This is an optimization exercise on Yosys and OpenROAD, whose aim is small area, a short achievable clock period and few clock cycles per item, not a production implementation.

==> inputs of run P <==
Design process_id_sha256_uuidv8, start of the top module:
module process_id_sha256_uuidv8 (
  input  logic                               clk,
  input  logic                               rst_n,
  input  logic                               in_valid,
  output logic                               in_ready,
  input  pidsha_pkg::pidsha_in_t             in_data,
  output logic                               out_valid,
  input  logic                               out_ready,
  output pidsha_pkg::pidsha_out_t            out_data,
  input  logic                               cfg_valid,
  output logic                               cfg_ready,
  input  logic [pidsha_pkg::CFG_IDX_W-1:0]   cfg_index,
  input  logic [63:0]                        cfg_data
);
Settings: LEC_CHECK=0, CAP_MARGIN=20, CORE_MARGIN=2, CORE_UTILIZATION=40, CTS_BUF_LIST=sky130_fd_sc_hd__clkbuf_8, SLEW_MARGIN=20, TNS_END_PERCENT=5; clock period 10.0 ns.
standard.sh (not shown) runs the stock make flow with config.mk's settings and CLKGATE_MAP_FILE= SYNTH_SCRIPT=/design/flow/synth_recipe.tcl, a recipe that flattens the netlist after the stock synthesis.
==> flow/flow/run.sh <==
#!/bin/bash
# The standard layout (standard.sh: ORFS synthesis to final layout) with three changes:
#  - no full/half-adder cell extraction in synthesis (ADDER_MAP_FILE empty), so the
#    carry-save rows are mapped by abc like the rest of the logic; the registers are the
#    standard synthesis's, since only the mapping of adder logic changes;
#  - timing repair aims at a setup slack of 6 ns;
#  - ports are buffered with buf_2 cells.
set -euo pipefail
export ADDER_MAP_FILE=
export SETUP_SLACK_MARGIN=6.0
export BUFFER_PORTS_ARGS="-buffer_cell sky130_fd_sc_hd__buf_2"
bash standard.sh > standard.log 2>&1
==> run H (differences from run P) <==
--- a/flow/design.v
+++ b/flow/design.v
@@ -159,30 +159,17 @@
   logic [31:0] w_s1, w_c1, w_s2, w_c2;
   logic [31:0] k_s, k_c;
   logic [31:0] s0, s1, ch, mj;
   logic [31:0] e_s1, e_c1, e_s2, e_c2;
   logic [31:0] a_s1, a_c1, a_s2, a_c2, a_s3, a_c3;
   logic [31:0] new_a, new_e;
+  logic [31:0] w_sum, k_sum, e_sum, a_sum;
   logic [31:0] h0, h1, h2, h3;
   function automatic logic [31:0] round_kx(input logic [5:0] idx);
     round_kx = (idx == 6'd63) ? 32'h307b5f59 : pidsha_pkg::round_k(idx);
   endfunction
-  function automatic logic [31:0] ks_add(input logic [31:0] x, input logic [31:0] y);
-    logic [31:0] p, g, gp, pp;
-    p  = x ^ y;
-    g  = x & y;
-    gp = g;
-    pp = p;
-    for (int l = 1; l < 32; l = l * 2) begin
-      for (int i = 31; i >= l; i--) begin
-        gp[i] = gp[i] | (pp[i] & gp[i-l]);
-        pp[i] = pp[i] & pp[i-l];
-      end
-    end
-    ks_add = p ^ {gp[30:0], 1'b0};
-  endfunction
   localparam logic [31:0] G_PRIME = 32'h5be0cd19 + 32'h428a2f98 - 32'h71374491;
   function automatic logic [31:0] csa_s(input logic [31:0] x, input logic [31:0] y, input logic [31:0] z);
     csa_s = x ^ y ^ z;
   endfunction
   function automatic logic [31:0] csa_c(input logic [31:0] x, input logic [31:0] y, input logic [31:0] z);
     logic [31:0] m;
@@ -222,13 +209,13 @@
   end
   always_comb begin
     w_s1  = csa_s(sched_r[9], sched_r[0], pidsha_pkg::small_sigma0(sched_r[1]));
     w_c1  = csa_c(sched_r[9], sched_r[0], pidsha_pkg::small_sigma0(sched_r[1]));
     w_s2  = csa_s(w_s1, w_c1, pidsha_pkg::small_sigma1(sched_r[14]));
     w_c2  = csa_c(w_s1, w_c1, pidsha_pkg::small_sigma1(sched_r[14]));
-    new_w = ks_add(w_s2, w_c2);
+    new_w = w_sum;
     if (!run) begin
       w_next = start ? msg[1] : msg[0];
     end else if (cnt == 6'd1) begin
       w_next = msg[0];
     end else if (cnt >= 6'd2 && cnt <= 6'd15) begin
       w_next = msg[cnt[3:0]];
@@ -248,44 +235,43 @@
   always_comb begin
     hkw_g = vg;
     k_s   = csa_s(hkw_g, k_r, sched_r[15]);
     k_c   = csa_c(hkw_g, k_r, sched_r[15]);
   end
   always_ff @(posedge clk) begin
-    hkw_r <= ks_add(k_s, k_c);
+    hkw_r <= k_sum;
   end
   always_comb begin
     s0 = pidsha_pkg::big_sigma0(va);
     s1 = pidsha_pkg::big_sigma1(ve);
     ch = (ve & vf) ^ (~ve & vg);
     mj = (va & vb) ^ (va & vc) ^ (vb & vc);
     e_s1 = csa_s(vd, hkw_r, ch);
     e_c1 = csa_c(vd, hkw_r, ch);
     e_s2 = csa_s(e_s1, e_c1, s1);
     e_c2 = csa_c(e_s1, e_c1, s1);
-    new_e = ks_add(e_s2, e_c2);
+    new_e = e_sum;
     a_s1 = csa_s(hkw_r, ch, mj);
     a_c1 = csa_c(hkw_r, ch, mj);
     a_s2 = csa_s(a_s1, a_c1, s0);
     a_c2 = csa_c(a_s1, a_c1, s0);
     a_s3 = csa_s(a_s2, a_c2, s1);
     a_c3 = csa_c(a_s2, a_c2, s1);
-    new_a = ks_add(a_s3, a_c3);
+    new_a = a_sum;
   end
   always_ff @(posedge clk) begin
+    va <= run ? new_a : ((va & {32{hold}}) | (pidsha_pkg::initial_h(0) & ~{32{hold}}));
     if (run) begin
-      va <= new_a;
       vb <= last ? va + pidsha_pkg::initial_h(1) : va;
       vc <= last ? vb + pidsha_pkg::initial_h(2) : vb;
       vd <= last ? vc + pidsha_pkg::initial_h(3) : vc;
       ve <= new_e;
       vf <= ve;
       vg <= last ? G_PRIME : vf;
     end else begin
       if (!hold) begin
-        va <= pidsha_pkg::initial_h(0);
         vb <= pidsha_pkg::initial_h(1);
         vc <= pidsha_pkg::initial_h(2);
         vd <= pidsha_pkg::initial_h(3);
       end
       ve <= pidsha_pkg::initial_h(4);
       vf <= pidsha_pkg::initial_h(5);
@@ -299,12 +285,84 @@
     h3 = vd;
   end
   assign out_data.uuid_time_low   = pidsha_pkg::bswap32(h0);
   assign out_data.uuid_mid        = {h1[23:16], h1[31:24]};
   assign out_data.uuid_hi_version = {pidsha_pkg::UUID_VERSION, h1[3:0], h1[15:8]};
   assign out_data.uuid_tail       = {pidsha_pkg::UUID_VARIANT, h2[29:0], h3};
+  pidsha_add32 #(.HC(1'b0)) u_add_w (.x(w_s2), .y(w_c2), .z(w_sum));
+  pidsha_add32 #(.HC(1'b1)) u_add_k (.x(k_s),  .y(k_c),  .z(k_sum));
+  pidsha_add32 #(.HC(1'b0)) u_add_e (.x(e_s2), .y(e_c2), .z(e_sum));
+  pidsha_add32 #(.HC(1'b0)) u_add_a (.x(a_s3), .y(a_c3), .z(a_sum));
+endmodule
+module pidsha_pg_cell (
+  input  logic g_hi,
+  input  logic p_hi,
+  input  logic g_lo,
+  input  logic p_lo,
+  output logic g,
+  output logic p
+);
+  assign g = g_hi | (p_hi & g_lo);
+  assign p = p_hi & p_lo;
+endmodule
+module pidsha_g_cell (
+  input  logic g_hi,
+  input  logic p_hi,
+  input  logic g_lo,
+  output logic g
+);
+  assign g = g_hi | (p_hi & g_lo);
+endmodule
+module pidsha_add32 #(
+  parameter bit HC = 1'b0
+) (
+  input  logic [31:0] x,
+  input  logic [31:0] y,
+  output logic [31:0] z
+);
+  localparam int NLEV = HC ? 6 : 5;
+  function automatic int lvl_dist(input int lv);
+    lvl_dist = (HC && lv == 5) ? 1 : (1 << lv);
+  endfunction
+  function automatic bit sel(input int lv, input int i);
+    if (i < lvl_dist(lv)) begin
+      sel = 1'b0;
+    end else if (!HC) begin
+      sel = 1'b1;
+    end else begin
+      sel = (lv == 5) ? (i % 2 == 0) : (i % 2 == 1);
+    end
+  endfunction
+  function automatic int next_dist(input int lv, input int i);
+    next_dist = 0;
+    for (int l = lv + 1; l < NLEV; l++) begin
+      if (next_dist == 0 && sel(l, i)) begin
+        next_dist = lvl_dist(l);
+      end
+    end
+  endfunction
+  logic [31:0] g [NLEV+1];
+  logic [31:0] p [NLEV+1];
+  assign g[0] = x & y;
+  assign p[0] = x ^ y;
+  for (genvar lv = 0; lv < NLEV; lv++) begin : g_lev
+    for (genvar i = 0; i < 32; i++) begin : g_pos
+      if (sel(lv, i) && next_dist(lv, i) != 0) begin : g_pg
+        pidsha_pg_cell u_c (.g_hi(g[lv][i]), .p_hi(p[lv][i]), .g_lo(g[lv][i-lvl_dist(lv)]),
+                            .p_lo(p[lv][i-lvl_dist(lv)]), .g(g[lv+1][i]), .p(p[lv+1][i]));
+      end else if (sel(lv, i)) begin : g_g
+        pidsha_g_cell u_c (.g_hi(g[lv][i]), .p_hi(p[lv][i]), .g_lo(g[lv][i-lvl_dist(lv)]),
+                           .g(g[lv+1][i]));
+        assign p[lv+1][i] = 1'b0;
+      end else begin : g_pass
+        assign g[lv+1][i] = g[lv][i];
+        assign p[lv+1][i] = p[lv][i];
+      end
+    end
+  end
+  assign z = p[0] ^ {g[NLEV][30:0], 1'b0};
 endmodule
 `timescale 1ns / 1ps
 module process_id_sha256_uuidv8 (
   input  logic                               clk,
   input  logic                               rst_n,
   input  logic                               in_valid,
==> flow/flow/run.sh (replaced) <==
#!/bin/bash
set -euo pipefail
export ADDER_MAP_FILE=
export SETUP_SLACK_MARGIN=6.5
export BUFFER_PORTS_ARGS="-buffer_cell sky130_fd_sc_hd__buf_2"
bash standard.sh > standard.log 2>&1
==> flow/config.mk (replaced) <==
export PLATFORM = sky130hd
export DESIGN_NAME = process_id_sha256_uuidv8
export DESIGN_NICKNAME = process_id_sha256_uuidv8
export VERILOG_FILES = /design/flow/design.v
export SDC_FILE = /design/flow/constraint.sdc
export NUM_CORES = 4
export LEC_CHECK = 0
export CAP_MARGIN = 35
export CORE_MARGIN = 2
export CORE_UTILIZATION = 40
export SLEW_MARGIN = 20
export SYNTH_HIERARCHICAL = 1
export TNS_END_PERCENT = 5
==> run Z (differences from run P) <==
--- a/flow/design.v
+++ b/flow/design.v
@@ -145,13 +145,13 @@
   input  logic                                last,
   output pidsha_pkg::pidsha_out_t             out_data
 );
   logic [63:0] guid_high_r;
   logic [63:0] guid_low_r;
   logic [63:0] sys_time_r;
-  logic [31:0] va, vb, vc, vd, ve, vf, vg;   
+  logic [31:0] va, vb, vc, vd, ve, vf, vg, vh;
   logic [31:0] sched_r [16];
   logic [31:0] hkw_r;
   logic [31:0] msg [16];
   logic [31:0] w_next;
   logic [31:0] new_w;
   logic [31:0] k_r;
@@ -161,48 +161,35 @@
   logic [31:0] s0, s1, ch, mj;
   logic [31:0] e_s1, e_c1, e_s2, e_c2;
   logic [31:0] a_s1, a_c1, a_s2, a_c2, a_s3, a_c3;
   logic [31:0] new_a, new_e;
   logic [31:0] h0, h1, h2, h3;
   function automatic logic [31:0] round_kx(input logic [5:0] idx);
-    round_kx = (idx == 6'd63) ? 32'h307b5f59 : pidsha_pkg::round_k(idx);
+    round_kx = (idx == 6'd63) ? pidsha_pkg::round_k(idx) + pidsha_pkg::initial_h(0)
+                              : pidsha_pkg::round_k(idx);
   endfunction
-  function automatic logic [31:0] ks_add(input logic [31:0] x, input logic [31:0] y);
-    logic [31:0] p, g, gp, pp;
-    p  = x ^ y;
-    g  = x & y;
-    gp = g;
-    pp = p;
-    for (int l = 1; l < 32; l = l * 2) begin
-      for (int i = 31; i >= l; i--) begin
-        gp[i] = gp[i] | (pp[i] & gp[i-l]);
-        pp[i] = pp[i] & pp[i-l];
-      end
-    end
-    ks_add = p ^ {gp[30:0], 1'b0};
-  endfunction
-  localparam logic [31:0] G_PRIME = 32'h5be0cd19 + 32'h428a2f98 - 32'h71374491;
   function automatic logic [31:0] csa_s(input logic [31:0] x, input logic [31:0] y, input logic [31:0] z);
     csa_s = x ^ y ^ z;
   endfunction
   function automatic logic [31:0] csa_c(input logic [31:0] x, input logic [31:0] y, input logic [31:0] z);
     logic [31:0] m;
     m = (x & y) | (x & z) | (y & z);
     csa_c = {m[30:0], 1'b0};
   endfunction
-  logic [63:0] cfg_wdata;
-  assign cfg_wdata = rst_n ? cfg_data : '0;
   always_ff @(posedge clk) begin
-    if (!rst_n || (cfg_valid && cfg_index == pidsha_pkg::CFG_GUID_HIGH)) begin
-      guid_high_r <= cfg_wdata;
-    end
-    if (!rst_n || (cfg_valid && cfg_index == pidsha_pkg::CFG_GUID_LOW)) begin
-      guid_low_r <= cfg_wdata;
-    end
-    if (!rst_n || (cfg_valid && cfg_index == pidsha_pkg::CFG_SYSTEM_TIME)) begin
-      sys_time_r <= cfg_wdata;
+    if (!rst_n) begin
+      guid_high_r <= '0;
+      guid_low_r  <= '0;
+      sys_time_r  <= '0;
+    end else if (cfg_valid) begin
+      unique case (cfg_index)
+        pidsha_pkg::CFG_GUID_HIGH:   guid_high_r <= cfg_data;
+        pidsha_pkg::CFG_GUID_LOW:    guid_low_r  <= cfg_data;
+        pidsha_pkg::CFG_SYSTEM_TIME: sys_time_r  <= cfg_data;
+        default: ;
+      endcase
     end
   end
   always_comb begin
     msg[0]  = pidsha_pkg::bswap32(guid_high_r[63:32]);
     msg[1]  = {guid_high_r[23:16], guid_high_r[31:24], guid_high_r[7:0], guid_high_r[15:8]};
     msg[2]  = guid_low_r[63:32];
@@ -222,13 +209,13 @@
   end
   always_comb begin
     w_s1  = csa_s(sched_r[9], sched_r[0], pidsha_pkg::small_sigma0(sched_r[1]));
     w_c1  = csa_c(sched_r[9], sched_r[0], pidsha_pkg::small_sigma0(sched_r[1]));
     w_s2  = csa_s(w_s1, w_c1, pidsha_pkg::small_sigma1(sched_r[14]));
     w_c2  = csa_c(w_s1, w_c1, pidsha_pkg::small_sigma1(sched_r[14]));
-    new_w = ks_add(w_s2, w_c2);
+    new_w = w_s2 + w_c2;
     if (!run) begin
       w_next = start ? msg[1] : msg[0];
     end else if (cnt == 6'd1) begin
       w_next = msg[0];
     end else if (cnt >= 6'd2 && cnt <= 6'd15) begin
       w_next = msg[cnt[3:0]];
@@ -243,56 +230,58 @@
     sched_r[15] <= w_next;
   end
   always_ff @(posedge clk) begin
     k_r <= round_kx(cnt);
   end
   always_comb begin
-    hkw_g = vg;
+    hkw_g = run ? vg : pidsha_pkg::initial_h(7) + pidsha_pkg::round_k(6'd0) - pidsha_pkg::round_k(6'd1);
     k_s   = csa_s(hkw_g, k_r, sched_r[15]);
     k_c   = csa_c(hkw_g, k_r, sched_r[15]);
   end
   always_ff @(posedge clk) begin
-    hkw_r <= ks_add(k_s, k_c);
+    hkw_r <= k_s + k_c;
   end
   always_comb begin
     s0 = pidsha_pkg::big_sigma0(va);
     s1 = pidsha_pkg::big_sigma1(ve);
     ch = (ve & vf) ^ (~ve & vg);
     mj = (va & vb) ^ (va & vc) ^ (vb & vc);
     e_s1 = csa_s(vd, hkw_r, ch);
     e_c1 = csa_c(vd, hkw_r, ch);
     e_s2 = csa_s(e_s1, e_c1, s1);
     e_c2 = csa_c(e_s1, e_c1, s1);
-    new_e = ks_add(e_s2, e_c2);
+    new_e = e_s2 + e_c2;
     a_s1 = csa_s(hkw_r, ch, mj);
     a_c1 = csa_c(hkw_r, ch, mj);
     a_s2 = csa_s(a_s1, a_c1, s0);
     a_c2 = csa_c(a_s1, a_c1, s0);
     a_s3 = csa_s(a_s2, a_c2, s1);
     a_c3 = csa_c(a_s2, a_c2, s1);
-    new_a = ks_add(a_s3, a_c3);
+    new_a = a_s3 + a_c3;
   end
   always_ff @(posedge clk) begin
     if (run) begin
       va <= new_a;
       vb <= last ? va + pidsha_pkg::initial_h(1) : va;
       vc <= last ? vb + pidsha_pkg::initial_h(2) : vb;
       vd <= last ? vc + pidsha_pkg::initial_h(3) : vc;
       ve <= new_e;
       vf <= ve;
-      vg <= last ? G_PRIME : vf;
+      vg <= vf;
+      vh <= vg;
     end else begin
       if (!hold) begin
         va <= pidsha_pkg::initial_h(0);
         vb <= pidsha_pkg::initial_h(1);
         vc <= pidsha_pkg::initial_h(2);
         vd <= pidsha_pkg::initial_h(3);
       end
       ve <= pidsha_pkg::initial_h(4);
       vf <= pidsha_pkg::initial_h(5);
-      vg <= start ? pidsha_pkg::initial_h(6) : G_PRIME;
+      vg <= pidsha_pkg::initial_h(6);
+      vh <= pidsha_pkg::initial_h(7);
     end
   end
   always_comb begin
     h0 = va;
     h1 = vb;
     h2 = vc;
==> flow/flow/run.sh (replaced) <==
#!/bin/bash
# The standard layout (standard.sh: ORFS synthesis to final layout) with two changes:
# timing repair aims at a setup slack of 5.5 ns, and ports are buffered with buf_2 cells.
set -euo pipefail
export SETUP_SLACK_MARGIN=5.5
export BUFFER_PORTS_ARGS="-buffer_cell sky130_fd_sc_hd__buf_2"
bash standard.sh > standard.log 2>&1
--- a/flow/config.mk
+++ b/flow/config.mk
@@ -7,7 +7,7 @@
 export LEC_CHECK = 0
 export CAP_MARGIN = 20
 export CORE_MARGIN = 2
 export CORE_UTILIZATION = 40
 export CTS_BUF_LIST = sky130_fd_sc_hd__clkbuf_8
 export SLEW_MARGIN = 20
-export TNS_END_PERCENT = 5
+export TNS_END_PERCENT = 10
==> notes <==
Between run Z and run P, the lower final cell count is in run Z (gap 2.5%, measured against run P). The highest clock skew belongs to run Z, the lowest to run H. The highest global-route usage belongs to run H, the lowest to run P. Against run H, the worst setup slack of run Z is lower by 1100 ps. Between run H and run Z, the lower non-clock buffer count is in run Z (gap 52). Via count: run Z < run P < run H. Maximum frequency: run P < run Z < run H. Of run Z and run H, run Z has the higher count of clock-buffer cells in the layout (gap 78). Worst hold slack, highest first: run Z, run P, run H. Against run Z, the register-to-register slack of run P is worse by 100 ps. The lowest die area belongs to run Z, the highest to run H.
==> figures <==
quantity                                                                      run Z                    run P                    run H
Result of the run                                           complete, no violations  complete, no violations  complete, no violations
Height of the die                                                            355 µm                   359 µm                   367 µm
Post-layout worst setup margin                                              5060 ps                  4960 ps                  6160 ps
Initial antenna violation count                                                   3                       15                       11
Share of Yosys cell area claimed by the top area cell type                    35.4%                    27.1%                    27.2%
HPWL after detailed placement                                            129,000 µm               125,000 µm               146,000 µm
Fraction of area in multi-input gates                                         44.9%                    45.0%                    48.3%
Hold_ws                                                                      291 ps                   288 ps                   282 ps
Crit Path Max Fanout                                                              4                        5                        3
Avg Cell Area, Syn                                                         9.83 µm²                 9.81 µm²                 9.99 µm²
Routing usage on met2                                                         41.0%                    40.7%                    41.7%
Worst Path Arrival                                                          5540 ps                  5810 ps                  4480 ps
Deepest level of the CTS H-tree                                                   4                        4                        3
Post-DR vias/cell                                                              5.48                     5.48                     5.57
Routability congestion estimate from global placement                         0.985                    0.960                    0.973
Vias                                                                          38.9k                    39.9k                    41.5k
Worst clock skew                                                            79.8 ps                  71.9 ps                  59.1 ps
Register-to-register path setup slack                                       5060 ps                  4960 ps                  6160 ps
No functional check of the RTL was part of any run of this note.

## static timing again, ports no longer ideal
Ports are ideal in the flow. The routed layouts listed here were re-timed in OpenROAD. Step 1 assumes that a clkbuf_16 drives the clock port and a buf_2 every other input. Step 2, shift: input delay + t, output delay - t, t = (earliest + latest rising clock arrival at the registers) / 2. This alone moves slack from input paths to output paths. Slacks: no drivers / after step 1 / after step 2; pairs: no drivers / after step 1.
run | t (ns) | setup slack, ns | worst slew at a driven data input, ns
run P | 0.953 | 4.960 / 4.960 / 4.960 | 0.10
run H | 0.808 | 6.159 / 6.159 / 5.460 | 0.07
run Z | 0.951 | 5.060 / 5.060 / 5.060 | 0.10
After both steps every run listed still meets setup and hold. The setup slack of run H, which loses most, moves by 0.000 ns with the drivers and by -0.699 ns with both steps.
